This design comes from an exercise in tuning for small area on the open sky130 flow, not from production work.
Function was checked by simulation only, so behaviour that the tests miss may differ from the original.
Power is estimated from default activity; no workload was simulated. No driver is modelled on the clock port, so clocking that relies on it looks cheaper here than on a real chip.

Setup of P:
## fft32_frame_loader
module fft32_frame_loader #(
    parameter  int DW  = 34,
    parameter  int NPT = 32,
    localparam int FW  = NPT * DW
) (
    input  logic          sys_clk,
    input  logic          sys_rst_n,
    input  logic [DW-1:0] s_data,
    input  logic          s_valid,
    input  logic          s_last,
    output logic          s_ready,
    output logic [FW-1:0] m_data,
    output logic          m_valid,
    input  logic          m_ready,
    output logic          frame_err,
    output logic [15:0]   frame_cnt
);
Size: about 2300 cells after synthesis, roughly 2200 flip-flops, about 67000 um^2 of cells after synthesis.
Settings: LEC_CHECK=0, CAP_MARGIN=20, CORE_MARGIN=2, CORE_UTILIZATION=70, PLACE_DENSITY=0.8, SLEW_MARGIN=20; clock period 5.0 ns.
standard.sh (not shown) runs the stock make flow with config.mk's settings and CLKGATE_MAP_FILE= SYNTH_SCRIPT=/design/flow/synth_recipe.tcl, a recipe that flattens the netlist after the stock synthesis.
==> flow/flow/run.sh <==
#!/bin/bash
# Standard ORFS layout; only the port buffer cell and the CTS options differ.
set -euo pipefail
export BUFFER_PORTS_ARGS="-buffer_cell sky130_fd_sc_hd__buf_1"
export CTS_ARGS="-sink_clustering_enable -repair_clock_nets -dont_use_dummy_load -buf_list sky130_fd_sc_hd__clkbuf_8 -sink_clustering_size 24 -sink_clustering_max_diameter 50"
bash standard.sh > standard.log 2>&1
P: it failed during I/O pin placement, and the tool reported PPL-0024.
> inputs changed (P -> Q)
# P
export LEC_CHECK = 0
export CAP_MARGIN = 20
export CORE_MARGIN = 2
export CORE_UTILIZATION = 70
export PLACE_DENSITY = 0.8
export SLEW_MARGIN = 20
create_clock -name core_clock -period 5.0 [get_ports {sys_clk}]
# Q
export LEC_CHECK = 0
export CAP_MARGIN = 20
export CORE_MARGIN = 2
export CORE_UTILIZATION = 60
export PLACE_DENSITY = 0.7
export SLEW_MARGIN = 20
create_clock -name core_clock -period 5.0 [get_ports {sys_clk}]
==> flow/flow/run.sh <==
#!/bin/bash
# Standard ORFS layout; only the port buffer cell and the CTS options differ.
set -euo pipefail
export BUFFER_PORTS_ARGS="-buffer_cell sky130_fd_sc_hd__buf_1"
export CTS_ARGS="-sink_clustering_enable -repair_clock_nets -dont_use_dummy_load -buf_list sky130_fd_sc_hd__clkbuf_16 -sink_clustering_size 32 -sink_clustering_max_diameter 80"
bash standard.sh > standard.log 2>&1
### Flow results
Both conditions hold for Q: the flow ran to the end and the final layout passed the timing, DRC and antenna checks.
FAIL P @ I/O pin placement: tool exited with error
Q vs. P: synthesized cell count shows no meaningful change; die outline height picked up an extra 25 um; initial standard-cell utilization of the core fell by 10 points.
Modified inputs, R compared to Q
# Q
export LEC_CHECK = 0
export CAP_MARGIN = 20
export CORE_MARGIN = 2
export CORE_UTILIZATION = 60
export PLACE_DENSITY = 0.7
export SLEW_MARGIN = 20
create_clock -name core_clock -period 5.0 [get_ports {sys_clk}]
# R
export LEC_CHECK = 0
export CAP_MARGIN = 20
export CORE_MARGIN = 2
export CORE_UTILIZATION = 40
export PLACE_DENSITY = 0.6
export SLEW_MARGIN = 20
create_clock -name core_clock -period 5.0 [get_ports {sys_clk}]
==> flow/flow/run.sh <==
#!/bin/bash
# Standard ORFS layout; only the port buffer cell and the CTS options differ.
set -euo pipefail
export BUFFER_PORTS_ARGS="-buffer_cell sky130_fd_sc_hd__buf_1"
export CTS_ARGS="-sink_clustering_enable -repair_clock_nets -dont_use_dummy_load -buf_list {sky130_fd_sc_hd__clkbuf_4 sky130_fd_sc_hd__clkbuf_8 sky130_fd_sc_hd__clkbuf_16} -sink_clustering_size 25 -sink_clustering_max_diameter 100"
bash standard.sh > standard.log 2>&1
### Flow results
Delta (R minus Q): number of max-slew violations in the final report roughly the same; final instance count without filler cells went up 736.
Taking Q as the reference point, the cell area of R rises by 1400 um^2.
Per the comparison of R with Q, total routed wire length on the met1 layer climbed 8.2%; power dissipated in combinational cells dropped 6.8%; total via count in the routed design dropped about 1.7%.
Edits applied to the flow inputs when going from R to S:
# R
export LEC_CHECK = 0
export CAP_MARGIN = 20
export CORE_MARGIN = 2
export CORE_UTILIZATION = 40
export PLACE_DENSITY = 0.6
export SLEW_MARGIN = 20
create_clock -name core_clock -period 5.0 [get_ports {sys_clk}]
# S
export LEC_CHECK = 0
export CAP_MARGIN = 20
export CORE_MARGIN = 2
export CORE_UTILIZATION = 60
export PLACE_DENSITY = 0.7
export SLEW_MARGIN = 20
create_clock -name core_clock -period 5.0 [get_ports {sys_clk}]
==> flow/flow/run.sh <==
#!/bin/bash
# Standard ORFS layout; only the port buffer cell and the CTS options differ.
set -euo pipefail
export BUFFER_PORTS_ARGS="-buffer_cell sky130_fd_sc_hd__buf_1"
export CTS_ARGS="-sink_clustering_enable -repair_clock_nets -dont_use_dummy_load -buf_list sky130_fd_sc_hd__clkbuf_8 -sink_clustering_size 20 -sink_clustering_max_diameter 70"
bash standard.sh > standard.log 2>&1
Results
In summary, S completed successfully, with a layout that passed the timing, DRC and antenna checks.
Delta(switching part of the total power, S - R) > 0
Starting density of the core | S above R
Status: area of combinational cells with multiple inputs parity (S, R)
Est. power | S vs R | S lower
Of R and S, the run reporting the lower number of buffers added by the clock tree synthesis step was R.
S against R: post-route fraction of the period consumed by the critical path went up; relative area change from synthesis to final layout went down; power share of the combinational group went up; first-pass GRT wire length went up; static leakage power went down.
Fraction of area in registers: S vs R up 1.9 points

==> what the ideal ports hide <==
The flow's constraints put no driver on any port. The routed layouts listed below were extracted and timed again, unchanged, in two steps. Step 1 (the two cells are an assumption about what drives the block):
set clk [get_ports {sys_clk}]
set_driving_cell -lib_cell sky130_fd_sc_hd__clkbuf_16 $clk
set_driving_cell -lib_cell sky130_fd_sc_hd__buf_2 [delete_from_list [all_inputs] $clk]
Step 2, shift: input delay + t, output delay - t, t = (earliest + latest rising clock arrival at the registers) / 2. This alone moves slack from input paths to output paths. Slacks: ideal / step 1 / step 2; pairs: ideal / step 1.
| run | shift t [ns] | slack for setup (ns) | hold slack, ns |
|---|---|---|---|
| Q | 0.738 | 2.189 / 2.164 / 1.927 | 0.288 / 0.242 / 0.398 |
| R | 0.754 | 2.138 / 2.138 / 1.851 | 0.244 / 0.187 / 0.392 |
| S | 0.871 | 2.089 / 2.014 / 1.906 | 0.134 / 0.085 / 0.390 |
After both steps every run listed still meets setup and hold. For R, which loses most, drivers alone change the setup slack by 0.000 ns; drivers and shift together by -0.287 ns.
